Source: an optimization exercise on an open RTL-to-GDS flow (aim: small area, a short achievable clock period and few clock cycles per item). Production flows keep margins and buffers that such runs may drop. In this exercise RTL edits were held to simulation tests only and were not proved equivalent to the original.

**design/flow/config.mk**
```make
export PLATFORM = sky130hd
export DESIGN_NAME = dp_seq_core
export DESIGN_NICKNAME = dp_seq_core
export VERILOG_FILES = /design/flow/design.v
export SDC_FILE = /design/flow/constraint.sdc
export NUM_CORES = 4
export LEC_CHECK = 0
export CAP_MARGIN = 20
export CORE_MARGIN = 2
export CORE_UTILIZATION = 40
export SLEW_MARGIN = 20
```
**design/flow/constraint.sdc**
```tcl
create_clock -name core_clock -period 6.5 [get_ports {clk_i}]
set_input_delay 1.3000 -clock core_clock [delete_from_list [all_inputs] [get_ports {clk_i}]]
set_output_delay 1.3000 -clock core_clock [all_outputs]
set_load 0.01 [all_outputs]
```
**design/flow/design.v**
```verilog
module dp_seq_core #(
    parameter int                DATA_W = 32,
    parameter int                ADDR_W = 26,
    parameter int                RF_AW  = 5,
    parameter logic [ADDR_W-1:0] PC_RST = 'h1000,
    parameter logic [ADDR_W-1:0] SP_RST = 'h3ffffff,
    parameter int                CTRL_W = 24
) (
    input  logic              clk_i,
    input  logic              rst_ni,
    input  logic              ctrl_valid_i,
    output logic              ctrl_ready_o,
    input  logic [CTRL_W-1:0] ctrl_i,
    output logic              done_o,
    output logic              mem_req_o,
    output logic              mem_we_o,
    input  logic              mem_ack_i,
    output logic [ADDR_W-1:0] addr_o,
    output logic [DATA_W-1:0] data_out_o,
    input  logic [DATA_W-1:0] data_in_i,
    output logic [31:0]       instruction_o,
    output logic              zero_o
);
    localparam int RF_D  = 1 << RF_AW;
    localparam int MUL_K = 8;                  
    localparam int MUL_N = DATA_W / MUL_K;     
    localparam int MC_W  = $clog2(MUL_N + 1);
    localparam int MOPS  = MUL_K + 2;          
    localparam int MQ    = MOPS + 2 * (MOPS - 2);
    logic              busy_q, fin_q, mrdy_q, ackd_q;
    logic [MC_W-1:0]   mcnt_q;
    logic [CTRL_W-1:0] ctrl_q;
    logic [ADDR_W-1:0] pc_q, sp_q, addr_q;
    logic [31:0]       ir_q;
    logic              zero_q;
    logic [DATA_W-1:0] mdat_q, accs_q, accc_q, rs_q, rt_q, opa_q, opb_q;
    logic [DATA_W-1:0] rf_q [1:RF_D-1];
    logic [RF_D-1:1]   rfv_q;
    genvar g;
    logic       c_pc_ld, c_ir_ld, c_rf_we, c_sp_ld;
    logic       c_mem_rd, c_mem_wr, c_ma_sp, c_ma_pc, c_md_rs;
    logic [1:0] c_pc_src, c_wd_src, c_wa_src;
    logic [3:0] c_alu_op;
    assign c_pc_ld   = ctrl_q[0];
    assign c_pc_src  = ctrl_q[2:1];
    assign c_ir_ld   = ctrl_q[3];
    assign c_rf_we   = ctrl_q[4];
    assign c_wd_src  = ctrl_q[6:5];
    assign c_wa_src  = ctrl_q[8:7];
    assign c_sp_ld   = ctrl_q[10];
    assign c_alu_op  = ctrl_q[18:15];
    assign c_mem_rd  = ctrl_q[19];
    assign c_mem_wr  = ctrl_q[20];
    assign c_ma_sp   = ctrl_q[21];
    assign c_ma_pc   = ctrl_q[22];
    assign c_md_rs   = ctrl_q[23];
    logic              accept, req, ack, done, rf_wr, ir_wr, sp_wr;
    logic [RF_AW-1:0]  wa_idx;
    logic [DATA_W-1:0] alu_d, wd_d;
    logic [DATA_W-1:0] imm_sx;
    logic [ADDR_W-1:0] pc1_d, pc_next_d;
    logic              is_mul, mul_fin, mul_last;
    assign req    = mrdy_q && !ackd_q;
    assign ack    = req && mem_ack_i;
    assign done   = fin_q || ack;
    assign accept = ctrl_valid_i && ctrl_ready_o;
    assign ir_wr  = ack && c_ir_ld && c_mem_rd;
    assign rf_wr  = done && c_rf_we && (wa_idx != '0);
    assign sp_wr  = done && c_sp_ld;
    logic [CTRL_W-1:0] ctrl_n;
    logic [31:0]       ir_n;
    logic [RF_AW-1:0]  rs_idx, rt_idx;
    logic [DATA_W-1:0] rs_n, rt_n, opb_n, opb_o;
    logic [ADDR_W-1:0] sp_n;
    logic              fwd_rs, fwd_rt, sub_n;
    assign ctrl_n = accept ? ctrl_i : ctrl_q;
    assign ir_n   = ir_wr ? data_in_i : ir_q;
    assign sp_n   = sp_wr ? alu_d[ADDR_W-1:0] : sp_q;
    assign rs_idx = ctrl_n[9] ? '0 : ir_n[21 +: RF_AW];
    assign rt_idx = ir_n[16 +: RF_AW];
    assign fwd_rs = rf_wr && (wa_idx == rs_idx);
    assign fwd_rt = rf_wr && (wa_idx == rt_idx);
    assign rs_n   = fwd_rs ? wd_d : rs_m[DATA_W] ? rs_m[DATA_W-1:0] : '0;
    assign rt_n   = fwd_rt ? wd_d : rt_m[DATA_W] ? rt_m[DATA_W-1:0] : '0;
    assign sub_n  = (ctrl_n[18:15] == 4'd1) || (ctrl_n[18:15] == 4'd5);
    assign opb_o  = (ctrl_n[14:12] == 3'd1) ? {{(DATA_W-16){ir_n[15]}}, ir_n[15:0]} :
                    (ctrl_n[14:12] == 3'd2) ? DATA_W'(ir_n[15:0]) :
                    (ctrl_n[14:12] == 3'd3) ? DATA_W'(ir_n[10:6]) :
                    (ctrl_n[14:12] == 3'd4) ? DATA_W'(1) : '0;
    assign opb_n  = ((ctrl_n[14:12] == 3'd0) ? rt_n : opb_o) ^ {DATA_W{sub_n}};
    logic [DATA_W:0] rf_m [RF_D];
    logic [DATA_W:0] rs_l1 [8], rt_l1 [8], rs_l2 [2], rt_l2 [2], rs_m, rt_m;
    assign rf_m[0] = '0;
    generate
        for (g = 1; g < RF_D; g++) begin : g_rfm
            assign rf_m[g] = {rfv_q[g], rf_q[g]};
        end
        for (g = 0; g < 8; g++) begin : g_l1
            assign rs_l1[g] = mux4(rf_m[4*g], rf_m[4*g+1], rf_m[4*g+2], rf_m[4*g+3], rs_idx[1:0]);
            assign rt_l1[g] = mux4(rf_m[4*g], rf_m[4*g+1], rf_m[4*g+2], rf_m[4*g+3], rt_idx[1:0]);
        end
        for (g = 0; g < 2; g++) begin : g_l2
            assign rs_l2[g] = mux4(rs_l1[4*g], rs_l1[4*g+1], rs_l1[4*g+2], rs_l1[4*g+3], rs_idx[3:2]);
            assign rt_l2[g] = mux4(rt_l1[4*g], rt_l1[4*g+1], rt_l1[4*g+2], rt_l1[4*g+3], rt_idx[3:2]);
        end
    endgenerate
    function automatic logic [DATA_W:0] mux4(input logic [DATA_W:0] a0, input logic [DATA_W:0] a1,
                                             input logic [DATA_W:0] a2, input logic [DATA_W:0] a3,
                                             input logic [1:0] s);
        mux4 = s[1] ? (s[0] ? a3 : a2) : (s[0] ? a1 : a0);
    endfunction
    assign rs_m = rs_idx[4] ? rs_l2[1] : rs_l2[0];
    assign rt_m = rt_idx[4] ? rt_l2[1] : rt_l2[0];
    assign imm_sx = {{(DATA_W-16){ir_q[15]}}, ir_q[15:0]};
    logic [MUL_K-1:0]  mchunk;
    logic [DATA_W-1:0] mq [MQ];
    assign is_mul   = (c_alu_op == 4'd8);
    assign mul_fin  = (mcnt_q == MC_W'(MUL_N));
    assign mul_last = busy_q && is_mul && (mcnt_q == MC_W'(MUL_N - 1));
    assign mchunk   = opb_q[(MUL_N-1-32'(mcnt_q))*MUL_K +: MUL_K];
    assign mq[0]    = (mcnt_q == '0) ? '0 : (accs_q << MUL_K);
    assign mq[1]    = (mcnt_q == '0) ? '0 : (accc_q << MUL_K);
    generate
        for (g = 0; g < MUL_K; g++) begin : g_pp
            assign mq[2+g] = mchunk[g] ? (opa_q << g) : '0;
        end
        for (g = 0; g < MOPS - 2; g++) begin : g_csa
            assign mq[MOPS+2*g]   = mq[3*g] ^ mq[3*g+1] ^ mq[3*g+2];
            assign mq[MOPS+2*g+1] = ((mq[3*g] & mq[3*g+1]) | (mq[3*g] & mq[3*g+2]) |
                                     (mq[3*g+1] & mq[3*g+2])) << 1;
        end
    endgenerate
    logic              sub;
    logic [DATA_W-1:0] sum_d, sh_in, sh_out;
    logic              slt_d;
    assign sub   = (c_alu_op == 4'd1) || (c_alu_op == 4'd5);
    assign sum_d = opa_q + opb_q + DATA_W'(sub);
    assign slt_d = (opa_q[DATA_W-1] ^ ~opb_q[DATA_W-1]) ? opa_q[DATA_W-1] : sum_d[DATA_W-1];
    function automatic logic [DATA_W-1:0] rev(input logic [DATA_W-1:0] x);
        logic [DATA_W-1:0] r;
        for (int i = 0; i < DATA_W; i++) r[i] = x[DATA_W-1-i];
        rev = r;
    endfunction
    assign sh_in  = c_alu_op[0] ? rev(opa_q) : opa_q;
    assign sh_out = sh_in << opb_q[4:0];
    assign alu_d = (c_alu_op == 4'd0 || c_alu_op == 4'd1 || c_alu_op == 4'd8) ? sum_d :
                   (c_alu_op == 4'd2) ? (opa_q & opb_q) :
                   (c_alu_op == 4'd3) ? (opa_q | opb_q) :
                   (c_alu_op == 4'd4) ? ~(opa_q | opb_q) :
                   (c_alu_op == 4'd5) ? DATA_W'(slt_d) :
                   (c_alu_op == 4'd6) ? sh_out :
                   (c_alu_op == 4'd7) ? rev(sh_out) : '0;
    assign pc1_d     = pc_q + ADDR_W'(1);
    assign pc_next_d = (c_pc_src == 2'd0) ? pc1_d :
                       (c_pc_src == 2'd1) ? pc1_d + imm_sx[ADDR_W-1:0] :
                       (c_pc_src == 2'd2) ? rs_q[ADDR_W-1:0] : ir_q[25:0];
    assign wd_d   = (c_wd_src == 2'd0) ? alu_d :
                    (c_wd_src == 2'd1) ? (fin_q ? mdat_q : data_in_i) :
                    (c_wd_src == 2'd2) ? DATA_W'({ir_q[15:0], 16'h0000}) : DATA_W'(pc1_d);
    assign wa_idx = (c_wa_src == 2'd0) ? ir_q[11 +: RF_AW] :
                    (c_wa_src == 2'd1) ? ir_q[16 +: RF_AW] :
                    (c_wa_src == 2'd2) ? RF_AW'(31) : '0;
    logic a_mem, a_mul, a_ma_alu, ma_alu;
    assign a_mem    = ctrl_i[19] | ctrl_i[20];
    assign a_mul    = (ctrl_i[18:15] == 4'd8);
    assign a_ma_alu = !ctrl_i[22] && !(ctrl_i[21] && !ctrl_i[10]);
    assign ma_alu   = !c_ma_pc && !(c_ma_sp && !c_sp_ld);
    always_ff @(posedge clk_i or negedge rst_ni) begin
        if (!rst_ni) begin
            busy_q  <= 1'b0;
            fin_q   <= 1'b0;
            mrdy_q  <= 1'b0;
            ackd_q  <= 1'b0;
            mcnt_q  <= '0;
            pc_q    <= PC_RST;
            sp_q    <= SP_RST;
            ir_q    <= '0;
            zero_q  <= 1'b0;
            mdat_q  <= '0;
            rfv_q   <= '0;
        end else begin
            ackd_q <= ack;
            if (accept) begin
                busy_q <= 1'b1;
                fin_q  <= !a_mem && !a_mul;
                mrdy_q <= a_mem && !a_mul && !a_ma_alu;
                mcnt_q <= '0;
            end else if (done) begin
                busy_q <= 1'b0;
                fin_q  <= 1'b0;
                mrdy_q <= 1'b0;
            end else if (busy_q) begin
                if (is_mul && !mul_fin) mcnt_q <= mcnt_q + MC_W'(1);
                if (mul_last && !c_mem_rd && !c_mem_wr) fin_q <= 1'b1;
                if ((c_mem_rd || c_mem_wr) && (!is_mul || mul_fin)) mrdy_q <= 1'b1;
            end
            if (ack) mdat_q <= data_in_i;
            if (done) begin
                if (c_pc_ld) pc_q <= pc_next_d;
                if (sp_wr) sp_q <= alu_d[ADDR_W-1:0];
                if (rf_wr) rfv_q[wa_idx] <= 1'b1;
                if (ir_wr) ir_q <= data_in_i;
                if ((c_rf_we && (c_wd_src == 2'd0)) || c_sp_ld) zero_q <= (alu_d == '0);
            end
        end
    end
    always_ff @(posedge clk_i) begin
        if (accept) ctrl_q <= ctrl_i;
        if (!mul_fin) begin
            accs_q <= mq[MQ-2];
            accc_q <= mq[MQ-1];
        end
        if (rf_wr) rf_q[wa_idx] <= wd_d;
        rs_q <= rs_n;
        rt_q <= rt_n;
        if (busy_q && is_mul && !done && (mul_fin || mul_last)) begin
            if (mul_last) begin
                opa_q <= mq[MQ-2];
                opb_q <= mq[MQ-1];
            end
        end else begin
            opa_q <= ctrl_n[11] ? DATA_W'(sp_n) : rs_n;
            opb_q <= opb_n;
        end
        addr_q <= alu_d[ADDR_W-1:0];
    end
    assign ctrl_ready_o  = !busy_q || done;
    assign done_o        = done;
    assign mem_req_o     = req;
    assign mem_we_o      = c_mem_wr;
    assign addr_o        = c_ma_pc ? pc_q : ma_alu ? addr_q : sp_q;
    assign data_out_o    = c_md_rs ? rs_q : rt_q;
    assign instruction_o = ir_q;
    assign zero_o        = zero_q;
endmodule
```
**design/flow/run.sh**
```bash
#!/bin/bash
# synth_recipe.tcl (not shown) runs the flow's synth.tcl, then flattens the netlist and writes it again
# the make line also repeats each setting of config.mk as NAME=value (left out here)
make -C /OpenROAD-flow-scripts/flow DESIGN_CONFIG=/design/flow/config.mk WORK_HOME=/design/flow/orfs CLKGATE_MAP_FILE= SYNTH_SCRIPT=/design/flow/synth_recipe.tcl finish
```
==> summary.log, run 1 <==
[outcome] result of the run complete, no violations
[sta] clock tree skew after final layout 0.0300 ns
[logic_synthesis] part of the Yosys area used for sequential elements 47.7%
[routing] per-cell routed wire length 36.6 um
[critical_path] nature of the critical path startpoint flop
[sta] TNS Setup 0 ns
[placed_design] weighted congestion reported at the end of routability-driven placement 1.06
[clocking] buffers from clock root to sink, at most 3
[cells_and_area] fraction of final layout cells with drive strength greater than 1 12.9%
[logic_synthesis] Post-Synthesis Cells 8218
[critical_path] WP data required 7.08 ns
[critical_path] Reg2Reg Launch Point opa_q[2]
[sta] time the worst path needs with I/O delays and setup 6.15 ns
[hold_path] path class of the lowest-slack min-delay path reg2reg
[placed_design] Placed Instances 10884
[routing] DRC 0
[global_route] first-pass GRT wire length 565 mm
[logic_synthesis] Synth Net Count 8601
[cells_and_area] filler-free cell count of the finished design 11197
[sta] maximum clock frequency 0.163 GHz
[logic_synthesis] count of state elements after synthesis 1370
[logic_synthesis] post-synth design cell area 82600 um^2
[global_route] initial antenna violation count 32
[cells_and_area] number of filler instances in the final layout 18843
[cells_and_area] area overhead of the layout relative to synthesis 14.8%
[logic_synthesis] average footprint of a synthesized cell 10.0 um^2
[logic_synthesis] cell type contributing the most total cell area after synthesis sky130_fd_sc_hd__edfxtp_1
[clocking] Post-CTS Setup Repair Bufs 0
[global_route] grt ovf 0
[routing] Via-to-Cell Ratio 6.68
[clocking] Max H-tree Level 4
[placed_design] post-placement cell area 89800 um^2
[logic_synthesis] fraction of registers with async set/reset 11.3%
[critical_path] arrival time at the worst endpoint 6.73 ns
[cells_and_area] most frequent cells in the layout sky130_fd_sc_hd__nand2_1 (1695), sky130_fd_sc_hd__edfxtp_1 (1116), sky130_fd_sc_hd__buf_4 (391)
[clocking] clock latency on the worst-skew pair 0.84 ns
[floorplanning] vertical die dimension 458 um
[critical_path] CP Class reg2reg
[global_route] Total Routing Usage GR 38.1%
[sta] worst hold margin 0.475 ns
[floorplanning] starting density of the core 40.3%
[floorplanning] num ports 155
[sta] count of endpoints failing hold in the final timing report 0
[logic_synthesis] number of flops mapped to enable cells by yosys 1116
[placed_design] pre-CTS setup slack -0.0569 ns
[job] maximum capacitance violations 0
[routing] initial detailed-routing violation count 12331
[placed_design] port buffer count 154
[clocking] TritonCTS clock tree yes
[routing] total vias in the final route 74747
[sta] relative slew slack 13.8%
[logic_synthesis] cell types occupying the most area after synthesis sky130_fd_sc_hd__edfxtp_1 (41%), sky130_fd_sc_hd__nand2_1 (7.7%), sky130_fd_sc_hd__fa_1 (4.8%)
[clocking] Clk pin slew, worst setup/hold paths 0.06 ns
[global_route] vias in the first global route 70491
[placed_design] sum of net half-perimeters after detailed placement 282 mm
[routing] Detailed Routing Iterations Pass 1 7
[clocking] CTS root buffer sky130_fd_sc_hd__clkbuf_16
[logic_synthesis] top_reg_cell synth sky130_fd_sc_hd__edfxtp_1
[sta] final max-slew violation count 0
[sta] part of the cycle the worst path needs 94.6%
[cells_and_area] most common cell after layout, fill and taps aside sky130_fd_sc_hd__nand2_1
[cells_and_area] fin nets 8736
[floorplanning] width of the die 458 um
[logic_synthesis] share of the synthesized area in the top cell type 40.6%
[floorplanning] placement row count 166
[clocking] number of buffers inserted during clock tree synthesis 154
[clocking] Resize count post-CTS 0
[sta] worst setup margin 0.350 ns
[cells_and_area] area of all placed cells without fillers 94800 um^2
[cells_and_area] utilization after layout 46.2%
[floorplanning] full die area 210000 um^2
[floorplanning] Core Box Area 205000 um^2
[clocking] clock sink count 1370
[sta] setup repair after global routing missed its margin no
[critical_path] worst setup path start opa_q[2]
[routing] total routed wirelength 410 mm
[logic_synthesis] Synth cell types 111
[routing] DRT antenna net count 0
[critical_path] endpoint type of the worst setup path flop
[logic_synthesis] Syn. warnings 7
[sta] pin slew with the least headroom to its limit 1.29 ns
[sta] final setup violating endpoints 0
[clocking] hold_buf cts 0
[critical_path] Crit Path Max Fanout 8
[global_route] pin count of the biggest net entering global routing 121
[hold_path] start point of the worst min-delay path ir_q[31]
layout make-up:
cell class | count | area (um^2) | share of cell area, %
diodes | 32 | 80.1 | 0.0845
clock buffers | 195 | 4150 | 4.38
clock inverters | 85 | 703 | 0.742
inverters | 347 | 1340 | 1.41
multi-input cells | 5866 | 39900 | 42.1
flip-flops and latches | 1370 | 39400 | 41.6
well taps | 2688 | 3360 | 3.55
repair buffers | 614 | 5840 | 6.17
kinds of logic after synthesis:
family / Yosys count / synth area share, %
buf+inv: 982 / 4.75
fa+ha+maj: 323 / 6.71
simple gates: 3102 / 16.7
xor+xnor: 97 / 1.03
flops: 1370 / 47.7
mux: 517 / 8.05
compound gates: 1827 / 15.0
layer usage:
layer | global-route usage [%] | vias up | share of wire, %
li1 | - | 30475 | -
met1 | 45.8 | 36779 | 35
met2 | 57.0 | 5900 | 43
met3 | 10.0 | 1571 | 12
met4 | 32.8 | 22 | 10
met5 | 0 | - | 0.038
critical path, stage by stage, from the launching register on:
cell and delay (ns):
sky130_fd_sc_hd__edfxtp_1 0.76, sky130_fd_sc_hd__inv_1 0.10, sky130_fd_sc_hd__ha_1 0.37, sky130_fd_sc_hd__o211a_1 0.22, sky130_fd_sc_hd__o31a_1 0.18, sky130_fd_sc_hd__o41ai_1 0.45
sky130_fd_sc_hd__buf_4 0.24, sky130_fd_sc_hd__o21ai_1 0.11, sky130_fd_sc_hd__a21o_1 0.25, sky130_fd_sc_hd__a21oi_1 0.29, sky130_fd_sc_hd__a21o_1 0.16, sky130_fd_sc_hd__a21boi_0 0.10
sky130_fd_sc_hd__o21ai_0 0.21, sky130_fd_sc_hd__nand2_1 0.09, sky130_fd_sc_hd__fa_1 0.43, sky130_fd_sc_hd__o22ai_1 0.17, sky130_fd_sc_hd__a21o_1 0.14, sky130_fd_sc_hd__nand4_1 0.28
sky130_fd_sc_hd__a22o_1 0.46, sky130_fd_sc_hd__nand2_1 0.13, sky130_fd_sc_hd__o31ai_1 0.19, sky130_fd_sc_hd__nand2b_1 0.23, sky130_fd_sc_hd__a221o_1 0.32
sequential cells by signal, indices dropped and copies added, names as in the netlist:
signal,count
pc_q,26
rs_q,32
opa_q,32
opb_q,32
mrdy_q,1
sp_q,26
rf_q,992
zero_q,1
fin_q,1
ir_q,32
ackd_q,1
busy_q,1
accs_q,24
ctrl_q,24
rfv_q,31
rt_q,32
mcnt_q,3
accc_q,21
addr_q,26
mdat_q,32
cells in the mapped netlist (19+ instances only):
| cell | number |
|---|---|
| sky130_fd_sc_hd__a211o_1 | 24 |
| sky130_fd_sc_hd__a211oi_1 | 166 |
| sky130_fd_sc_hd__a21o_1 | 57 |
| sky130_fd_sc_hd__a21oi_1 | 318 |
| sky130_fd_sc_hd__a221oi_1 | 95 |
| sky130_fd_sc_hd__a22o_1 | 19 |
| sky130_fd_sc_hd__a22oi_1 | 55 |
| sky130_fd_sc_hd__a311oi_1 | 55 |
| sky130_fd_sc_hd__a31oi_1 | 250 |
| sky130_fd_sc_hd__a32oi_1 | 23 |
| sky130_fd_sc_hd__and2_1 | 78 |
| sky130_fd_sc_hd__and3_1 | 300 |
| sky130_fd_sc_hd__buf_1 | 115 |
| sky130_fd_sc_hd__buf_2 | 89 |
| sky130_fd_sc_hd__clkbuf_1 | 414 |
| sky130_fd_sc_hd__dfrtp_1 | 128 |
| sky130_fd_sc_hd__dfstp_2 | 27 |
| sky130_fd_sc_hd__dfxtp_1 | 99 |
| sky130_fd_sc_hd__edfxtp_1 | 1116 |
| sky130_fd_sc_hd__fa_1 | 200 |
| sky130_fd_sc_hd__ha_1 | 123 |
| sky130_fd_sc_hd__inv_1 | 332 |
| sky130_fd_sc_hd__mux2_2 | 123 |
| sky130_fd_sc_hd__mux2i_1 | 291 |
| sky130_fd_sc_hd__mux4_2 | 96 |
| sky130_fd_sc_hd__nand2_1 | 1698 |
| sky130_fd_sc_hd__nand2b_1 | 32 |
| sky130_fd_sc_hd__nand3_1 | 342 |
| sky130_fd_sc_hd__nand4_1 | 37 |
| sky130_fd_sc_hd__nor2_1 | 380 |
| sky130_fd_sc_hd__nor2b_1 | 22 |
| sky130_fd_sc_hd__nor3_1 | 100 |
| sky130_fd_sc_hd__nor4_1 | 25 |
| sky130_fd_sc_hd__o211ai_1 | 42 |
| sky130_fd_sc_hd__o21a_1 | 26 |
| sky130_fd_sc_hd__o21ai_0 | 328 |
| sky130_fd_sc_hd__o21ai_1 | 20 |
| sky130_fd_sc_hd__o221ai_1 | 32 |
| sky130_fd_sc_hd__o22ai_1 | 58 |
| sky130_fd_sc_hd__o2bb2ai_1 | 26 |
| sky130_fd_sc_hd__or3_1 | 19 |
| sky130_fd_sc_hd__xnor2_1 | 70 |
| sky130_fd_sc_hd__xor2_1 | 27 |
path summary, 6_finish.rpt:
check | depth (start not counted) | endpoint | slack (ns)
hold reg to reg | 2 | ir_q[31] | 0.48
max in group asynchronous | 2 | ackd_q | 4.75
setup / recovery | 22 | opb_q[31] | 0.35
setup reg to reg | 22 | opb_q[31] | 0.35
min in group asynchronous | 1 | pc_q[5] | 0.54
hold / removal | 2 | ir_q[31] | 0.48
Testbench counts, summed over its fixed seeds: cycles 10,284, items 4,800.
==> run 2, diff against run 1 <==
--- a/design/flow/design.v
+++ b/design/flow/design.v
@@ -36,2 +36,3 @@
     logic [DATA_W-1:0] mdat_q, accs_q, accc_q, rs_q, rt_q, opa_q, opb_q;
+    logic [MUL_K-1:0]  mchunk_q;
     logic [DATA_W-1:0] rf_q [1:RF_D-1];
@@ -78,3 +79,3 @@
     assign sp_n   = sp_wr ? alu_d[ADDR_W-1:0] : sp_q;
-    assign rs_idx = ctrl_n[9] ? '0 : ir_n[21 +: RF_AW];
+    assign rs_idx = ir_n[21 +: RF_AW];
     assign rt_idx = ir_n[16 +: RF_AW];
@@ -82,3 +83,3 @@
     assign fwd_rt = rf_wr && (wa_idx == rt_idx);
-    assign rs_n   = fwd_rs ? wd_d : rs_m[DATA_W] ? rs_m[DATA_W-1:0] : '0;
+    assign rs_n   = ctrl_n[9] ? '0 : fwd_rs ? wd_d : rs_m[DATA_W] ? rs_m[DATA_W-1:0] : '0;
     assign rt_n   = fwd_rt ? wd_d : rt_m[DATA_W] ? rt_m[DATA_W-1:0] : '0;
@@ -114,3 +115,2 @@
     assign imm_sx = {{(DATA_W-16){ir_q[15]}}, ir_q[15:0]};
-    logic [MUL_K-1:0]  mchunk;
     logic [DATA_W-1:0] mq [MQ];
@@ -119,3 +119,2 @@
     assign mul_last = busy_q && is_mul && (mcnt_q == MC_W'(MUL_N - 1));
-    assign mchunk   = opb_q[(MUL_N-1-32'(mcnt_q))*MUL_K +: MUL_K];
     assign mq[0]    = (mcnt_q == '0) ? '0 : (accs_q << MUL_K);
@@ -124,3 +123,3 @@
         for (g = 0; g < MUL_K; g++) begin : g_pp
-            assign mq[2+g] = mchunk[g] ? (opa_q << g) : '0;
+            assign mq[2+g] = mchunk_q[g] ? (opa_q << g) : '0;
         end
@@ -133,3 +132,3 @@
     logic              sub;
-    logic [DATA_W-1:0] sum_d, sh_in, sh_out;
+    logic [DATA_W-1:0] sum_d, sh_out;
     logic              slt_d;
@@ -143,4 +142,3 @@
     endfunction
-    assign sh_in  = c_alu_op[0] ? rev(opa_q) : opa_q;
-    assign sh_out = sh_in << opb_q[4:0];
+    assign sh_out = opa_q << opb_q[4:0];
     assign alu_d = (c_alu_op == 4'd0 || c_alu_op == 4'd1 || c_alu_op == 4'd8) ? sum_d :
@@ -208,6 +206,4 @@
         if (accept) ctrl_q <= ctrl_i;
-        if (!mul_fin) begin
-            accs_q <= mq[MQ-2];
-            accc_q <= mq[MQ-1];
-        end
+        accs_q <= mq[MQ-2];
+        accc_q <= mq[MQ-1];
         if (rf_wr) rf_q[wa_idx] <= wd_d;
@@ -221,5 +217,10 @@
         end else begin
-            opa_q <= ctrl_n[11] ? DATA_W'(sp_n) : rs_n;
+            opa_q <= (ctrl_n[18:15] == 4'd7) ? rev(ctrl_n[11] ? DATA_W'(sp_n) : rs_n) :
+                                               (ctrl_n[11] ? DATA_W'(sp_n) : rs_n);
             opb_q <= opb_n;
         end
+        if (busy_q && is_mul && !done)
+            mchunk_q <= (mcnt_q >= MC_W'(MUL_N - 1)) ? '0 : opb_q[(MUL_N-2-32'(mcnt_q))*MUL_K +: MUL_K];
+        else
+            mchunk_q <= opb_n[DATA_W-1 -: MUL_K];
         addr_q <= alu_d[ADDR_W-1:0];
--- a/design/flow/config.mk
+++ b/design/flow/config.mk
@@ -10,2 +10,3 @@
 export CORE_UTILIZATION = 40
+export SETUP_SLACK_MARGIN = 2.0
 export SLEW_MARGIN = 20
==> run 2 against run 1 <==
Effect of this change:
- now fails the layout checks on capacitance limit, slew limit
- clock skew up 0.037 ns
- global-route usage up 0.13 points
- via count decreased by 1.3%
- die area is 2.1% lower
- sequential share of layout area is 2.1 points lower
- largest cell class unchanged
==> summary.log, run 2 <==
[critical_path] WP data required 7.21 ns [was 7.08 ns]
[routing] total vias in the final route 73738 [was 74747]
[cells_and_area] max FFs per register 992 [unchanged]
[clocking] hold_buf cts 0 [unchanged]
[placed_design] pre-CTS setup slack 0.129 ns [was -0.0569 ns]
[routing] DRC 0 [unchanged]
[routing] DRT antenna net count 0 [unchanged]
[logic_synthesis] part of the Yosys area used for sequential elements 48.4% [was 47.7%]
[cells_and_area] fin nets 8753 [was 8736]
[global_route] initial antenna violation count 38 [was 32]
[outcome] Blocking Checks capacitance limit, slew limit
[cells_and_area] most frequent cells in the layout sky130_fd_sc_hd__nand2_1 (1528), sky130_fd_sc_hd__edfxtp_1 (1071), sky130_fd_sc_hd__buf_4 (526) [was sky130_fd_sc_hd__nand2_1 (1695), sky130_fd_sc_hd__edfxtp_1 (1116), sky130_fd_sc_hd__buf_4 (391)]
[critical_path] arrival time at the worst endpoint 5.44 ns [was 6.73 ns]
[logic_synthesis] post-synth design cell area 80800 um^2 [was 82600 um^2]
[sta] pin slew with the least headroom to its limit 1.67 ns [was 1.29 ns]
[logic_synthesis] Post-Synthesis Cells 7898 [was 8218]
[sta] setup repair after global routing missed its margin yes [was no]
[global_route] Total Routing Usage GR 38.3% [was 38.1%]
[routing] total routed wirelength 412 mm [was 410 mm]
[logic_synthesis] share of the synthesized area in the top cell type 39.8% [was 40.6%]
[placed_design] weighted congestion reported at the end of routability-driven placement 1.05 [was 1.06]
[sta] maximum clock frequency 0.212 GHz [was 0.163 GHz]
[sta] count of endpoints failing hold in the final timing report 0 [unchanged]
[logic_synthesis] cell type contributing the most total cell area after synthesis sky130_fd_sc_hd__edfxtp_1 [unchanged]
[sta] part of the cycle the worst path needs 72.7% [was 94.6%]
[clocking] clock latency on the worst-skew pair 0.86 ns [was 0.84 ns]
[global_route] pin count of the biggest net entering global routing 74 [was 121]
[floorplanning] width of the die 454 um [was 458 um]
[routing] Via-to-Cell Ratio 6.60 [was 6.68]
[critical_path] CP Class in2reg [was reg2reg]
[routing] initial detailed-routing violation count 12624 [was 12331]
[global_route] grt ovf 0 [unchanged]
[logic_synthesis] Synth cell types 106 [was 111]
[sta] time the worst path needs with I/O delays and setup 4.73 ns [was 6.15 ns]
[clocking] Max H-tree Level 4 [unchanged]
[hold_path] path class of the lowest-slack min-delay path in2async [was reg2reg]
[cells_and_area] fraction of final layout cells with drive strength greater than 1 19.1% [was 12.9%]
[sta] final setup violating endpoints 0 [unchanged]
[sta] relative slew slack -12.8% [was 13.8%]
[clocking] buffers from clock root to sink, at most 3 [unchanged]
[routing] per-cell routed wire length 36.9 um [was 36.6 um]
[cells_and_area] area of all placed cells without fillers 99100 um^2 [was 94800 um^2]
[global_route] vias in the first global route 68599 [was 70491]
[sta] TNS Setup 0 ns [unchanged]
[placed_design] Placed Instances 10616 [was 10884]
[logic_synthesis] average footprint of a synthesized cell 10.2 um^2 [was 10.0 um^2]
[clocking] Clk pin slew, worst setup/hold paths 0.06 ns [about the same]
[cells_and_area] most common cell after layout, fill and taps aside sky130_fd_sc_hd__nand2_1 [unchanged]
[clocking] number of buffers inserted during clock tree synthesis 157 [was 154]
[logic_synthesis] count of state elements after synthesis 1378 [was 1370]
[floorplanning] Core Box Area 200000 um^2 [was 205000 um^2]
[outcome] result of the run complete, but fails checks [was complete, no violations]
[placed_design] post-placement cell area 87900 um^2 [was 89800 um^2]
[cells_and_area] area overhead of the layout relative to synthesis 22.7% [was 14.8%]
[logic_synthesis] Synth Net Count 8282 [was 8601]
[placed_design] sum of net half-perimeters after detailed placement 276 mm [was 282 mm]
[logic_synthesis] top_reg_cell synth sky130_fd_sc_hd__edfxtp_1 [unchanged]
[clocking] clock sink count 1378 [was 1370]
[placed_design] port buffer count 154 [unchanged]
[floorplanning] placement row count 164 [was 166]
[logic_synthesis] top post-synthesis cells by count sky130_fd_sc_hd__nand2_1 (1546), sky130_fd_sc_hd__edfxtp_1 (1071), sky130_fd_sc_hd__mux2i_1 (491) [was sky130_fd_sc_hd__nand2_1 (1698), sky130_fd_sc_hd__edfxtp_1 (1116), sky130_fd_sc_hd__clkbuf_1 (414)]
[critical_path] endpoint type of the worst setup path flop [unchanged]
[clocking] TritonCTS clock tree yes [unchanged]
[floorplanning] full die area 206000 um^2 [was 210000 um^2]
[job] maximum capacitance violations 1 [was 0]
[logic_synthesis] most used standard cell by instance count after synthesis sky130_fd_sc_hd__nand2_1 [unchanged]
[global_route] first-pass GRT wire length 553 mm [was 565 mm]
[critical_path] nature of the critical path startpoint primary input [was flop]
[sta] worst setup margin 1.77 ns [was 0.350 ns]
[floorplanning] vertical die dimension 454 um [was 458 um]
[floorplanning] num ports 155 [unchanged]
[logic_synthesis] cell types occupying the most area after synthesis sky130_fd_sc_hd__edfxtp_1 (40%), sky130_fd_sc_hd__nand2_1 (7.2%), sky130_fd_sc_hd__mux2i_1 (6.1%) [was sky130_fd_sc_hd__edfxtp_1 (41%), sky130_fd_sc_hd__nand2_1 (7.7%), sky130_fd_sc_hd__fa_1 (4.8%)]
[floorplanning] starting density of the core 40.4% [was 40.3%]
[logic_synthesis] Syn. warnings 7 [unchanged]
[sta] final max-slew violation count 5 [was 0]
[logic_synthesis] fraction of registers with async set/reset 11.2% [was 11.3%]
[logic_synthesis] number of flops mapped to enable cells by yosys 1071 [was 1116]
[sta] clock tree skew after final layout 0.0671 ns [was 0.0300 ns]
[routing] Detailed Routing Iterations Pass 1 9 [was 7]
[cells_and_area] filler-free cell count of the finished design 11170 [was 11197]
[cells_and_area] register with the most flip-flops rf_q [unchanged]
[critical_path] Crit Path Max Fanout 25 [was 8]
[clocking] CTS root buffer sky130_fd_sc_hd__clkbuf_16 [unchanged]
==> run 2: cell types whose count changed in the layout (fill, tap and decap cells not counted), sizes merged, moves of 78 or more <==
cell and delta:
a211oi -78, a21oi +97, a31oi -123, and2 +135, and3 -219, buf +198, mux2i +200, nand2 -149
o21ai -83, o22ai +84
==> run 2: final timing paths <==
kind,startpoint,to,slack (ns),cells after the start
max,mem_ack_i,opb_q[2],1.77,17
min,rst_ni,pc_q[10],0.40,1
max reg2reg,opb_q[22],opb_q[31],1.86,22
min reg2reg,mdat_q[23],mdat_q[23],0.47,2
max in group asynchronous,rst_ni,mcnt_q[0],4.69,2
min in group core_clock,mdat_q[23],mdat_q[23],0.47,2
==> run 2: area by class of cell <==
cell class	count	area (um^2)
clock buffer	204	4310
sequential	1378	39100
multi-input combinational	5592	40600
tap	2656	3320
antenna	13	32.5
inverter	386	1590
clock inverter	87	1040
fill	18081	101000
timing repair buffer	846	8990
timing repair inverter	8	76.3
==> run 2: logic make-up after synthesis <==
kind of cell	share of synthesized area, %
AO/OA/AOI/OAI	14.0
XOR/XNOR	0.975
adder cells (fa/ha/maj)	6.87
buffers and inverters	4.73
flip-flops	48.4
multiplexers	9.37
AND/OR/NAND/NOR	15.6
==> run 2: metal layers <==
layer / global-route usage (%) / share of wire, % / vias to the layer above
met5: 0 / 0.042 / -
met4: 22.9 / 7.2 / 26
met3: 13.5 / 15 / 1263
met2: 55.5 / 42 / 6007
met1: 49.1 / 36 / 36698
li1: - / - / 29744
==> run 2: worst max-delay path: stages <==
cell,delay (ns)
sky130_fd_sc_hd__clkdlybuf4s50_1,0.47
sky130_fd_sc_hd__nand3b_1,0.09
sky130_fd_sc_hd__buf_6,0.18
sky130_fd_sc_hd__buf_4,0.17
sky130_fd_sc_hd__o21ai_4,0.17
sky130_fd_sc_hd__and2_4,0.32
sky130_fd_sc_hd__clkinv_16,0.13
sky130_fd_sc_hd__buf_12,0.18
sky130_fd_sc_hd__buf_16,0.18
sky130_fd_sc_hd__mux2i_1,0.13
sky130_fd_sc_hd__o21ai_0,0.38
sky130_fd_sc_hd__a31oi_1,0.35
sky130_fd_sc_hd__or4_1,0.67
sky130_fd_sc_hd__nor2_2,0.17
sky130_fd_sc_hd__o21ai_1,0.11
sky130_fd_sc_hd__a211oi_1,0.26
sky130_fd_sc_hd__a211o_1,0.14
==> run 2: per-stage QoR <==
step                hold slack [ns]  utilization (%)
floorplan                     0.426                -
global placement              0.454             43.9
detailed placement            0.463             43.9
CTS                           0.388             48.2
global route                  0.420             49.5
finish                        0.399             49.5
==> run 2: repair_timing <==
item / CTS / global route
pin swaps: 65 / 117
buffers inserted: 107 / 94
endpoints found under the setup margin: 849 / 214
cloned: 29 / 20
gates resized for setup: 357 / 299
Testbench counts of run 2, summed over its fixed seeds: cycles 10,284, items 4,800.
==> run 3, diff against run 2 <==
--- a/design/flow/design.v
+++ b/design/flow/design.v
@@ -29,6 +29,10 @@
     localparam int MQ    = MOPS + 2 * (MOPS - 2);
-    logic              busy_q, fin_q, mrdy_q, ackd_q;
+    logic              busy_q, fin_q, mrdy_q, ackd_q, stall_q;
+    logic              wpend_q, zpend_q;
+    logic [RF_AW-1:0]  wa_q;
+    logic [DATA_W-1:0] wd_q, res_q;
+    logic              sub_q, s_sum_q, s_and_q, s_or_q, s_nor_q, s_slt_q, s_sll_q, s_srl_q;
     logic [MC_W-1:0]   mcnt_q;
     logic [CTRL_W-1:0] ctrl_q;
-    logic [ADDR_W-1:0] pc_q, sp_q, addr_q;
+    logic [ADDR_W-1:0] pc_q, sp_q;
     logic [31:0]       ir_q;
@@ -62,3 +66,3 @@
     logic [ADDR_W-1:0] pc1_d, pc_next_d;
-    logic              is_mul, mul_fin, mul_last;
+    logic              is_mul, mul_fin, mul_last, mul_step;
     assign req    = mrdy_q && !ackd_q;
@@ -74,13 +78,11 @@
     logic [DATA_W-1:0] rs_n, rt_n, opb_n, opb_o;
-    logic [ADDR_W-1:0] sp_n;
-    logic              fwd_rs, fwd_rt, sub_n;
+    logic              sub_n, pr_ld;
     assign ctrl_n = accept ? ctrl_i : ctrl_q;
-    assign ir_n   = ir_wr ? data_in_i : ir_q;
-    assign sp_n   = sp_wr ? alu_d[ADDR_W-1:0] : sp_q;
+    assign ir_n   = (req && c_ir_ld && c_mem_rd) ? data_in_i : ir_q;
+    assign pr_ld  = !busy_q || done || stall_q;
     assign rs_idx = ir_n[21 +: RF_AW];
     assign rt_idx = ir_n[16 +: RF_AW];
-    assign fwd_rs = rf_wr && (wa_idx == rs_idx);
-    assign fwd_rt = rf_wr && (wa_idx == rt_idx);
-    assign rs_n   = ctrl_n[9] ? '0 : fwd_rs ? wd_d : rs_m[DATA_W] ? rs_m[DATA_W-1:0] : '0;
-    assign rt_n   = fwd_rt ? wd_d : rt_m[DATA_W] ? rt_m[DATA_W-1:0] : '0;
+    assign rs_n   = ctrl_n[9] ? '0 : (wpend_q && wa_q == rs_idx) ? wd_q :
+                    rs_m[DATA_W] ? rs_m[DATA_W-1:0] : '0;
+    assign rt_n   = (wpend_q && wa_q == rt_idx) ? wd_q : rt_m[DATA_W] ? rt_m[DATA_W-1:0] : '0;
     assign sub_n  = (ctrl_n[18:15] == 4'd1) || (ctrl_n[18:15] == 4'd5);
@@ -119,4 +121,5 @@
     assign mul_last = busy_q && is_mul && (mcnt_q == MC_W'(MUL_N - 1));
-    assign mq[0]    = (mcnt_q == '0) ? '0 : (accs_q << MUL_K);
-    assign mq[1]    = (mcnt_q == '0) ? '0 : (accc_q << MUL_K);
+    assign mul_step = busy_q && is_mul && !mul_fin && !stall_q;
+    assign mq[0]    = accs_q << MUL_K;
+    assign mq[1]    = accc_q << MUL_K;
     generate
@@ -131,7 +134,7 @@
     endgenerate
-    logic              sub;
     logic [DATA_W-1:0] sum_d, sh_out;
+    logic [DATA_W:0]   sum_x;
     logic              slt_d;
-    assign sub   = (c_alu_op == 4'd1) || (c_alu_op == 4'd5);
-    assign sum_d = opa_q + opb_q + DATA_W'(sub);
+    assign sum_x = {opa_q, 1'b1} + {opb_q, sub_q};
+    assign sum_d = sum_x[DATA_W:1];
     assign slt_d = (opa_q[DATA_W-1] ^ ~opb_q[DATA_W-1]) ? opa_q[DATA_W-1] : sum_d[DATA_W-1];
@@ -143,9 +146,9 @@
     assign sh_out = opa_q << opb_q[4:0];
-    assign alu_d = (c_alu_op == 4'd0 || c_alu_op == 4'd1 || c_alu_op == 4'd8) ? sum_d :
-                   (c_alu_op == 4'd2) ? (opa_q & opb_q) :
-                   (c_alu_op == 4'd3) ? (opa_q | opb_q) :
-                   (c_alu_op == 4'd4) ? ~(opa_q | opb_q) :
-                   (c_alu_op == 4'd5) ? DATA_W'(slt_d) :
-                   (c_alu_op == 4'd6) ? sh_out :
-                   (c_alu_op == 4'd7) ? rev(sh_out) : '0;
+    assign alu_d = ({DATA_W{s_sum_q}} & sum_d) |
+                   ({DATA_W{s_and_q}} & (opa_q & opb_q)) |
+                   ({DATA_W{s_or_q}}  & (opa_q | opb_q)) |
+                   ({DATA_W{s_nor_q}} & ~(opa_q | opb_q)) |
+                   ({DATA_W{s_slt_q}} & DATA_W'(slt_d)) |
+                   ({DATA_W{s_sll_q}} & sh_out) |
+                   ({DATA_W{s_srl_q}} & rev(sh_out));
     assign pc1_d     = pc_q + ADDR_W'(1);
@@ -160,7 +163,15 @@
                     (c_wa_src == 2'd2) ? RF_AW'(31) : '0;
-    logic a_mem, a_mul, a_ma_alu, ma_alu;
-    assign a_mem    = ctrl_i[19] | ctrl_i[20];
-    assign a_mul    = (ctrl_i[18:15] == 4'd8);
-    assign a_ma_alu = !ctrl_i[22] && !(ctrl_i[21] && !ctrl_i[10]);
+    logic a_mem, a_mul, a_ma_alu, ma_alu, alu_use, rs_use, rt_use, haz, start;
+    assign a_mem    = ctrl_n[19] | ctrl_n[20];
+    assign a_mul    = (ctrl_n[18:15] == 4'd8);
+    assign a_ma_alu = !ctrl_n[22] && !(ctrl_n[21] && !ctrl_n[10]);
     assign ma_alu   = !c_ma_pc && !(c_ma_sp && !c_sp_ld);
+    assign alu_use  = (ctrl_i[4] && ctrl_i[6:5] == 2'd0) || ctrl_i[10] ||
+                      ((ctrl_i[19] || ctrl_i[20]) && !ctrl_i[22] && !(ctrl_i[21] && !ctrl_i[10]));
+    assign rs_use   = !ctrl_i[9] && ((alu_use && !ctrl_i[11]) || (ctrl_i[0] && ctrl_i[2:1] == 2'd2) ||
+                                     (ctrl_i[20] && ctrl_i[23]));
+    assign rt_use   = (alu_use && ctrl_i[14:12] == 3'd0) || (ctrl_i[20] && !ctrl_i[23]);
+    assign haz      = (rf_wr && ((rs_use && wa_idx == rs_idx) || (rt_use && wa_idx == rt_idx))) ||
+                      (sp_wr && alu_use && ctrl_i[11]);
+    assign start    = (accept && !haz) || stall_q;
     always_ff @(posedge clk_i or negedge rst_ni) begin
@@ -172,2 +183,3 @@
             mcnt_q  <= '0;
+            stall_q <= 1'b0;
             pc_q    <= PC_RST;
@@ -176,2 +188,4 @@
             zero_q  <= 1'b0;
+            zpend_q <= 1'b0;
+            wpend_q <= 1'b0;
             mdat_q  <= '0;
@@ -179,4 +193,9 @@
         end else begin
-            ackd_q <= ack;
-            if (accept) begin
+            ackd_q  <= ack;
+            wpend_q <= rf_wr;
+            zpend_q <= done && ((c_rf_we && (c_wd_src == 2'd0)) || c_sp_ld);
+            if (zpend_q) zero_q <= (res_q == '0);
+            if (wpend_q) rfv_q[wa_q] <= 1'b1;
+            stall_q <= accept && haz;
+            if (start) begin
                 busy_q <= 1'b1;
@@ -184,2 +203,7 @@
                 mrdy_q <= a_mem && !a_mul && !a_ma_alu;
+                mcnt_q <= '0;
+            end else if (accept) begin
+                busy_q <= 1'b1;
+                fin_q  <= 1'b0;
+                mrdy_q <= 1'b0;
                 mcnt_q <= '0;
@@ -198,5 +222,3 @@
                 if (sp_wr) sp_q <= alu_d[ADDR_W-1:0];
-                if (rf_wr) rfv_q[wa_idx] <= 1'b1;
                 if (ir_wr) ir_q <= data_in_i;
-                if ((c_rf_we && (c_wd_src == 2'd0)) || c_sp_ld) zero_q <= (alu_d == '0);
             end
@@ -206,8 +228,24 @@
         if (accept) ctrl_q <= ctrl_i;
-        accs_q <= mq[MQ-2];
-        accc_q <= mq[MQ-1];
-        if (rf_wr) rf_q[wa_idx] <= wd_d;
-        rs_q <= rs_n;
-        rt_q <= rt_n;
-        if (busy_q && is_mul && !done && (mul_fin || mul_last)) begin
+        accs_q <= mul_step ? mq[MQ-2] : '0;
+        accc_q <= mul_step ? mq[MQ-1] : '0;
+        if (wpend_q) rf_q[wa_q] <= wd_q;
+        wa_q  <= wa_idx;
+        wd_q  <= wd_d;
+        res_q <= alu_d;
+        sub_q   <= (ctrl_n[18:15] == 4'd1) || (ctrl_n[18:15] == 4'd5);
+        s_sum_q <= (ctrl_n[18:15] == 4'd0) || (ctrl_n[18:15] == 4'd1) || (ctrl_n[18:15] == 4'd8);
+        s_and_q <= (ctrl_n[18:15] == 4'd2);
+        s_or_q  <= (ctrl_n[18:15] == 4'd3);
+        s_nor_q <= (ctrl_n[18:15] == 4'd4);
+        s_slt_q <= (ctrl_n[18:15] == 4'd5);
+        s_sll_q <= (ctrl_n[18:15] == 4'd6);
+        s_srl_q <= (ctrl_n[18:15] == 4'd7);
+        if (pr_ld) begin
+            rs_q <= rs_n;
+            rt_q <= rt_n;
+            opa_q <= (ctrl_n[18:15] == 4'd7) ? rev(ctrl_n[11] ? DATA_W'(sp_q) : rs_n) :
+                                               (ctrl_n[11] ? DATA_W'(sp_q) : rs_n);
+            opb_q <= opb_n;
+            mchunk_q <= opb_n[DATA_W-1 -: MUL_K];
+        end else if (is_mul) begin
             if (mul_last) begin
@@ -216,12 +254,4 @@
             end
-        end else begin
-            opa_q <= (ctrl_n[18:15] == 4'd7) ? rev(ctrl_n[11] ? DATA_W'(sp_n) : rs_n) :
-                                               (ctrl_n[11] ? DATA_W'(sp_n) : rs_n);
-            opb_q <= opb_n;
-        end
-        if (busy_q && is_mul && !done)
             mchunk_q <= (mcnt_q >= MC_W'(MUL_N - 1)) ? '0 : opb_q[(MUL_N-2-32'(mcnt_q))*MUL_K +: MUL_K];
-        else
-            mchunk_q <= opb_n[DATA_W-1 -: MUL_K];
-        addr_q <= alu_d[ADDR_W-1:0];
+        end
     end
@@ -231,6 +261,6 @@
     assign mem_we_o      = c_mem_wr;
-    assign addr_o        = c_ma_pc ? pc_q : ma_alu ? addr_q : sp_q;
+    assign addr_o        = c_ma_pc ? pc_q : ma_alu ? res_q[ADDR_W-1:0] : sp_q;
     assign data_out_o    = c_md_rs ? rs_q : rt_q;
     assign instruction_o = ir_q;
-    assign zero_o        = zero_q;
+    assign zero_o        = zpend_q ? (res_q == '0) : zero_q;
 endmodule
--- a/design/flow/config.mk
+++ b/design/flow/config.mk
@@ -7,6 +7,6 @@
 export LEC_CHECK = 0
-export CAP_MARGIN = 20
+export CAP_MARGIN = 35
 export CORE_MARGIN = 2
-export CORE_UTILIZATION = 40
+export CORE_UTILIZATION = 60
 export SETUP_SLACK_MARGIN = 2.0
-export SLEW_MARGIN = 20
+export SLEW_MARGIN = 35
==> run 3 against run 2 <==
Effect of this change:
- the run now finishes clean
- clock-buffer cell count rose by 1
- global-route usage up 8.3 points
- utilization rose by 19 points
- cell area shrank 6.9%
- largest cell class is now flip-flops and latches
==> summary.log, run 3 <==
[outcome] result of the run complete, no violations [was complete, but fails checks]
[logic_synthesis] Post-Synthesis Cells 7501 [was 7898]
[critical_path] WP buf/inv 2 [was 6]
[global_route] initial antenna violation count 22 [was 38]
[critical_path] nature of the critical path startpoint primary input [unchanged]
[clocking] clock sink count 1432 [was 1378]
[floorplanning] starting density of the core 60.3% [was 40.4%]
[routing] total routed wirelength 331 mm [was 412 mm]
[routing] total vias in the final route 68000 [was 73738]
[logic_synthesis] post-synth design cell area 81600 um^2 [was 80800 um^2]
[logic_synthesis] fraction of registers with async set/reset 11.0% [was 11.2%]
[floorplanning] num ports 155 [unchanged]
[cells_and_area] Multi-input gate area 38100 um^2 [was 40600 um^2]
[floorplanning] full die area 139000 um^2 [was 206000 um^2]
[routing] length of routed met2 wiring 141 mm [was 173 mm]
[critical_path] flop-to-flop setup slack 1.90 ns [was 1.86 ns]
[sta] time the worst path needs with I/O delays and setup 4.61 ns [was 4.73 ns]
[critical_path] crit path capture opa_q[13] [was opb_q[2]]
[floorplanning] width of the die 373 um [was 454 um]
[critical_path] worst setup path start data_in_i[22] [was mem_ack_i]
[sta] relative slew slack 28.4% [was -12.8%]
[cells_and_area] fin nets 8007 [was 8753]
[critical_path] CP Class in2reg [unchanged]
[routing] Via-to-Cell Ratio 7.13 [was 6.60]
[clocking] clock latency on the worst-skew pair 0.85 ns [was 0.86 ns]
[critical_path] critical path depth 11 [was 17]
[critical_path] arrival time at the worst endpoint 5.28 ns [was 5.44 ns]
[logic_synthesis] top_reg_cell synth sky130_fd_sc_hd__edfxtp_1 [unchanged]
[sta] worst hold margin 0.476 ns [was 0.399 ns]
[placed_design] weighted congestion reported at the end of routability-driven placement 1.06 [was 1.05]
[placed_design] sum of net half-perimeters after detailed placement 219 mm [was 276 mm]
[logic_synthesis] share of the synthesized area in the top cell type 41.9% [was 39.8%]
[logic_synthesis] average footprint of a synthesized cell 10.9 um^2 [was 10.2 um^2]
[routing] per-cell routed wire length 34.7 um [was 36.9 um]
[cells_and_area] most frequent cells in the layout sky130_fd_sc_hd__nand2_1 (1511), sky130_fd_sc_hd__edfxtp_1 (1138), sky130_fd_sc_hd__nand3_1 (396) [was sky130_fd_sc_hd__nand2_1 (1528), sky130_fd_sc_hd__edfxtp_1 (1071), sky130_fd_sc_hd__buf_4 (526)]
[logic_synthesis] Synth Net Count 7884 [was 8282]
[clocking] number of buffers inserted during clock tree synthesis 153 [was 157]
[routing] metal3 WL 47.9 mm [was 59.9 mm]
[global_route] pin count of the biggest net entering global routing 71 [was 74]
[cells_and_area] register with the most flip-flops rf_q [unchanged]
[logic_synthesis] cell types occupying the most area after synthesis sky130_fd_sc_hd__edfxtp_1 (42%), sky130_fd_sc_hd__nand2_1 (7.0%), sky130_fd_sc_hd__mux4_2 (5.4%) [was sky130_fd_sc_hd__edfxtp_1 (40%), sky130_fd_sc_hd__nand2_1 (7.2%), sky130_fd_sc_hd__mux2i_1 (6.1%)]
[floorplanning] Core Box Area 135000 um^2 [was 200000 um^2]
[sta] maximum clock frequency 0.217 GHz [was 0.212 GHz]
[critical_path] endpoint type of the worst setup path flop [unchanged]
[logic_synthesis] part of the Yosys area used for sequential elements 50.1% [was 48.4%]
[critical_path] delay of the slowest cell on the worst path 0.83 ns [was 0.67 ns]
[critical_path] Worst R2R End opa_q[13] [was opb_q[31]]
[clocking] Max H-tree Level 4 [unchanged]
[placed_design] port buffer count 154 [unchanged]
[clocking] TritonCTS clock tree yes [unchanged]
[routing] DRT antenna net count 0 [unchanged]
[routing] Post-Route M1 WL 111 mm [was 149 mm]
[logic_synthesis] cell type contributing the most total cell area after synthesis sky130_fd_sc_hd__edfxtp_1 [unchanged]
[global_route] Total Routing Usage GR 46.5% [was 38.3%]
[job] maximum capacitance violations 0 [was 1]
[critical_path] worst-path cell with the longest stage delay sky130_fd_sc_hd__clkdlybuf4s50_1 [was sky130_fd_sc_hd__or4_1]
[routing] Detailed Routing Iterations Pass 1 7 [was 9]
[clocking] hold_buf cts 0 [unchanged]
[sta] clock tree skew after final layout 0.0850 ns [was 0.0671 ns]
[global_route] vias in the first global route 63945 [was 68599]
[critical_path] Most common cell on crit path sky130_fd_sc_hd__a31oi_1
[hold_path] path class of the lowest-slack min-delay path in2async [unchanged]
[logic_synthesis] number of flops mapped to enable cells by yosys 1138 [was 1071]
[clocking] buffers from clock root to sink, at most 3 [unchanged]
[critical_path] Crit Path Max Fanout 59 [was 25]
[critical_path] WP data required 7.17 ns [was 7.21 ns]
[sta] final max-slew violation count 0 [was 5]
[sta] count of endpoints failing hold in the final timing report 0 [unchanged]
[routing] DRC 0 [unchanged]
[critical_path] cell family with most CP delay compound AO/OA/AOI/OAI gates [unchanged]
[sta] setup repair after global routing missed its margin yes [unchanged]
[critical_path] cell chain of the critical path clkdlybuf4s50_1, mux2_8, buf_4, nor2_1, o32a_1, o221ai_1, a21oi_1, a31oi_1, a31oi_1, nand2_1, o221a_2 [was clkdlybuf4s50_1, nand3b_1, buf_6, buf_4, o21ai_4, and2_4, clkinv_16, buf_12, buf_16, mux2i_1, o21ai_0, a31oi_1, or4_1, nor2_2, o21ai_1, a211oi_1, a211o_1]
[critical_path] Reg2Reg Launch Point ackd_q [was opb_q[22]]
[sta] pin slew with the least headroom to its limit 1.07 ns [was 1.67 ns]
[sta] part of the cycle the worst path needs 71.0% [was 72.7%]
[logic_synthesis] Syn. warnings 7 [unchanged]
[sta] TNS Setup 0 ns [unchanged]
[logic_synthesis] most used standard cell by instance count after synthesis sky130_fd_sc_hd__nand2_1 [unchanged]
[cells_and_area] fraction of final layout cells with drive strength greater than 1 13.8% [was 19.1%]
[sta] final setup violating endpoints 0 [unchanged]
[cells_and_area] number of filler instances in the final layout 10102 [was 18081]
[logic_synthesis] count of state elements after synthesis 1432 [was 1378]
[global_route] grt ovf 0 [unchanged]
[floorplanning] vertical die dimension 373 um [was 454 um]
[global_route] first-pass GRT wire length 461 mm [was 553 mm]
[logic_synthesis] top post-synthesis cells by count sky130_fd_sc_hd__nand2_1 (1516), sky130_fd_sc_hd__edfxtp_1 (1138), sky130_fd_sc_hd__nand3_1 (396) [was sky130_fd_sc_hd__nand2_1 (1546), sky130_fd_sc_hd__edfxtp_1 (1071), sky130_fd_sc_hd__mux2i_1 (491)]
[cells_and_area] area overhead of the layout relative to synthesis 13.1% [was 22.7%]
[routing] initial detailed-routing violation count 11872 [was 12624]
[clocking] CTS root buffer sky130_fd_sc_hd__clkbuf_16 [unchanged]
[cells_and_area] area used by sequential logic in the layout 40900 um^2 [was 39100 um^2]
[cells_and_area] max FFs per register 992 [unchanged]
[critical_path] cell depth of the worst flop-to-flop path 12 [was 22]
[floorplanning] placement row count 135 [was 164]
[routing] highest metal layer with signal wires met5 [unchanged]
[logic_synthesis] Synth cell types 92 [was 106]
[clocking] Clk pin slew, worst setup/hold paths 0.06 ns [about the same]
[cells_and_area] most common cell after layout, fill and taps aside sky130_fd_sc_hd__nand2_1 [unchanged]
==> run 3: cell types whose count changed in the layout (fill, tap and decap cells not counted), sizes merged, moves of 61 or more <==
cell / before / now
buf: 659 / 348
nor2: 400 / 271
nand3: 276 / 396
mux2i: 491 / 377
mux4: 82 / 196
o22ai: 146 / 49
inv: 387 / 313
edfxtp: 1071 / 1138
a211oi: 88 / 22
a21oi: 416 / 355
==> run 3: layout make-up <==
class,count,area share (%)
well taps,1781,2.42
repair inverters,1,0.00542
clock buffers,205,4.45
flip-flops and latches,1432,44.3
clock inverters,75,1.04
diodes,9,0.0244
inverters,315,1.29
repair buffers,503,5.16
multi-input cells,5218,41.3
==> run 3: worst min-delay path by stage <==
stage	from	endpoint	cells after the start
floorplan	rfv_q[9]	rfv_q[9]	1
global placement	mdat_q[18]	mdat_q[18]	2
detailed placement	mdat_q[17]	mdat_q[17]	2
CTS	mdat_q[17]	mdat_q[17]	2
global route	mdat_q[7]	mdat_q[7]	2
finish	rst_ni	mdat_q[2]	1
==> run 3: kinds of logic (layout without fill, tap and decap cells) <==
logic type	count (synthesis)	after routing	synth area share [%]
buffers and inverters	856	1099	4.37
AOI/OAI and AO/OA	1373	1373	11.1
xor gates and xnor gates	124	124	1.33
DFF	1432	1432	50.1
adders and majority gates	323	323	6.78
muxes	688	693	11.7
other	0	9	0
and+or+nand+nor	2705	2705	14.6
==> run 3: stage by stage <==
stage,worst slack [ns],std cells,instance area [um^2],util (%)
floorplan,2.27,7501,81600,-
global placement,0.548,9164,85800,63.4
detailed placement,0.517,9173,86000,63.6
CTS,1.97,9500,91700,67.8
global route,1.90,9532,92200,68.2
finish,1.89,9539,92300,68.2
==> run 3: routing by layer <==
| metal | vias to the layer above | GRT usage [%] |
|---|---|---|
| met2 | 5896 | 68.1 |
| met3 | 1498 | 14.2 |
| li1 | 27563 | - |
| met1 | 33031 | 58.6 |
| met4 | 12 | 34.2 |
| met5 | - | 0 |
==> run 3: what timing repair did <==
item / CTS / global route
setup endpoints to repair: 103 / 97
gates resized for setup: 39 / 58
buffers inserted: 43 / 22
pin swaps: 5 / 7
cloned: 4 / 5
Testbench counts of run 3, summed over its fixed seeds: cycles 10,670, items 4,800.
==> run 4, diff against run 3 <==
--- a/design/flow/config.mk
+++ b/design/flow/config.mk
@@ -10,3 +10,3 @@
 export CORE_UTILIZATION = 60
-export SETUP_SLACK_MARGIN = 2.0
+export SETUP_SLACK_MARGIN = 2.4
 export SLEW_MARGIN = 35
==> run 4 against run 3 <==
Effect of this change:
- sequential share of layout area is 1.0 points lower
- first-iteration DRC count is 4.7% higher
- hold slack worse by 0.0047 ns
- via count is 1.5% higher
- global-route usage is 0.57 points higher
- synthesized cell count stayed put
- non-clock buffer count is 92 higher
- utilization is 1.7 points higher
- fmax is 11% higher
- critical path type is now reg2reg
- critical endpoint is now opa_q[3]
- highest routed layer unchanged
==> summary.log, run 4 <==
[outcome] result of the run complete, no violations [unchanged]
[sta] TNS Setup 0 ns [unchanged]
[routing] per-cell routed wire length 35.0 um [was 34.7 um]
[cells_and_area] fin nets 8107 [was 8007]
[job] maximum capacitance violations 0 [unchanged]
[floorplanning] placement row count 135 [unchanged]
[hold_path] Worst Hold Depth 2
[routing] Via-to-Cell Ratio 7.16 [was 7.13]
[cells_and_area] utilization after layout 69.9% [was 68.2%]
[floorplanning] full die area 139000 um^2 [unchanged]
[cells_and_area] most frequent cells in the layout sky130_fd_sc_hd__nand2_1 (1510), sky130_fd_sc_hd__edfxtp_1 (1138), sky130_fd_sc_hd__nand3_1 (395) [was sky130_fd_sc_hd__nand2_1 (1511), sky130_fd_sc_hd__edfxtp_1 (1138), sky130_fd_sc_hd__nand3_1 (396)]
[logic_synthesis] cell types occupying the most area after synthesis sky130_fd_sc_hd__edfxtp_1 (42%), sky130_fd_sc_hd__nand2_1 (7.0%), sky130_fd_sc_hd__mux4_2 (5.4%) [unchanged]
[clocking] clock latency on the worst-skew pair 0.84 ns [was 0.85 ns]
[logic_synthesis] Synth Net Count 7884 [unchanged]
[global_route] grt ovf 0 [unchanged]
[logic_synthesis] part of the Yosys area used for sequential elements 50.1% [unchanged]
[sta] clock tree skew after final layout 0.0437 ns [was 0.0850 ns]
[routing] Detailed Routing Iterations Pass 1 10 [was 7]
[clocking] Max H-tree Level 4 [unchanged]
[placed_design] post-placement cell area 85700 um^2 [was 86000 um^2]
[hold_path] path class of the lowest-slack min-delay path reg2reg [was in2async]
[sta] part of the cycle the worst path needs 64.2% [was 71.0%]
[routing] total routed wirelength 337 mm [was 331 mm]
[cells_and_area] area overhead of the layout relative to synthesis 15.8% [was 13.1%]
[critical_path] WP data required 7.14 ns [was 7.17 ns]
[placed_design] port buffer count 154 [unchanged]
[sta] maximum clock frequency 0.240 GHz [was 0.217 GHz]
[global_route] pin count of the biggest net entering global routing 93 [was 71]
[clocking] buffers from clock root to sink, at most 3 [unchanged]
[critical_path] cell chain of the critical path and4b_4, buf_4, buf_4, nand2_1, and2_1, buf_4, a311oi_1, o211ai_1, nand4_1, buf_4, and2b_4, buf_4, and3_1, a211oi_1, nor3_1 [was clkdlybuf4s50_1, mux2_8, buf_4, nor2_1, o32a_1, o221ai_1, a21oi_1, a31oi_1, a31oi_1, nand2_1, o221a_2]
[routing] DRT antenna net count 0 [unchanged]
[critical_path] Most common cell on crit path sky130_fd_sc_hd__buf_4 [was sky130_fd_sc_hd__a31oi_1]
[floorplanning] num ports 155 [unchanged]
[global_route] initial antenna violation count 17 [was 22]
[hold_path] start point of the worst min-delay path mdat_q[16]
[critical_path] Worst R2R End opa_q[3] [was opa_q[13]]
[cells_and_area] fraction of final layout cells with drive strength greater than 1 16.7% [was 13.8%]
[sta] final setup violating endpoints 0 [unchanged]
[critical_path] Reg2Reg Launch Point ackd_q [unchanged]
[cells_and_area] most common cell after layout, fill and taps aside sky130_fd_sc_hd__nand2_1 [unchanged]
[routing] DRC 0 [unchanged]
[floorplanning] vertical die dimension 373 um [unchanged]
[placed_design] weighted congestion reported at the end of routability-driven placement 1.02 [was 1.06]
[logic_synthesis] top_reg_cell synth sky130_fd_sc_hd__edfxtp_1 [unchanged]
[clocking] clock sink count 1432 [unchanged]
[clocking] number of buffers inserted during clock tree synthesis 152 [was 153]
[global_route] vias in the first global route 64646 [was 63945]
[sta] count of endpoints failing hold in the final timing report 0 [unchanged]
==> run 4: per-layer routing <==
layer	wire length, um	vias up	GRT usage [%]
met1	113000	33487	59.3
met2	144000	6110	69.2
met3	50000	1610	15.0
met5	210	-	0
li1	-	27790	-
met4	30600	20	33.0
==> run 4: worst max path at each step <==
stage               cells after the start  endpoint          start
finish                                 15  opa_q[3]         ackd_q
global route                           18  pc_q[25]        pc_q[0]
CTS                                    15  opa_q[3]  data_in_i[21]
detailed placement                      9  opb_q[5]  data_in_i[16]
global placement                        9  opb_q[5]  data_in_i[16]
floorplan                              19  wd_q[31]       opb_q[2]
==> run 4: what timing repair did <==
item | 4_1_cts | 5_1_grt
setup endpoints to repair | 279 | 158
pin swaps | 40 | 91
setup buffers | 124 | 52
cloned | 19 | 12
resized for setup | 165 | 177
==> run 4: kinds of logic after synthesis <==
logic type	after synthesis	synth area share [%]
adder cells (fa/ha/maj)	323	6.78
flip-flops	1432	50.1
multiplexers	688	11.7
buffers and inverters	856	4.37
AND/OR/NAND/NOR	2705	14.6
XOR/XNOR	124	1.33
AO/OA/AOI/OAI	1373	11.1
==> run 4: critical path, delay by kind of cell (launching register included) <==
family / cells / cell delay [ns]
flip-flops: 1 / 0.47
buffers and inverters: 5 / 1.29
AO/OA/AOI/OAI: 3 / 0.51
AND/OR/NAND/NOR: 7 / 1.69
==> run 4: through the flow <==
stage	setup WS, ns	hold WS, ns	std cells
final	2.33	0.471	9644
after global routing	2.30	0.493	9634
after CTS	2.30	0.472	9568
after detailed placement	0.809	0.457	9143
after global placement	0.830	0.453	9140
after floorplan	2.46	0.439	7501
==> run 4: cell type report <==
| type | count | area, um^2 |
|---|---|---|
| diodes | 11 | 27.5 |
| clock buffers | 195 | 4100 |
| repair buffers | 595 | 6050 |
| inverters | 315 | 1200 |
| flip-flops and latches | 1432 | 40900 |
| fillers | 9806 | 40800 |
| repair inverters | 1 | 7.51 |
| multi-input cells | 5227 | 38900 |
| clock inverters | 87 | 1110 |
| well taps | 1781 | 2230 |

re-timing with driven ports:
The results above use ideal ports. As a check the final layouts listed here were re-extracted and re-timed, cells and wires unchanged. Step 1: set_driving_cell puts a clkbuf_16 on clk_i and a buf_2 on each other input, an assumption about the parent block. Step 2, shift: input delay + t, output delay - t, t = (earliest + latest rising clock arrival at the registers) / 2. This alone moves slack from input paths to output paths. a / b / c = no drivers / after step 1 / after step 2; a / b = the first two.
run	t, ns	setup WS [ns]	worst setup path at the end	worst data-port slew with drivers (ns)
run 1	0.918	0.350 / 0.350 / -0.079	input to register	0.24
run 2	0.912	1.774 / 1.839 / 0.927	input to register	0.10
run 3	0.898	1.887 / 1.899 / 1.047	input to register	0.05
run 4	0.909	2.326 / 2.326 / 1.475	input to register	0.06
With both steps, setup timing fails in run 1, where it was met with ideal ports. For run 4, which loses most, drivers alone change the setup slack by 0.000 ns; drivers and shift together by -0.851 ns.
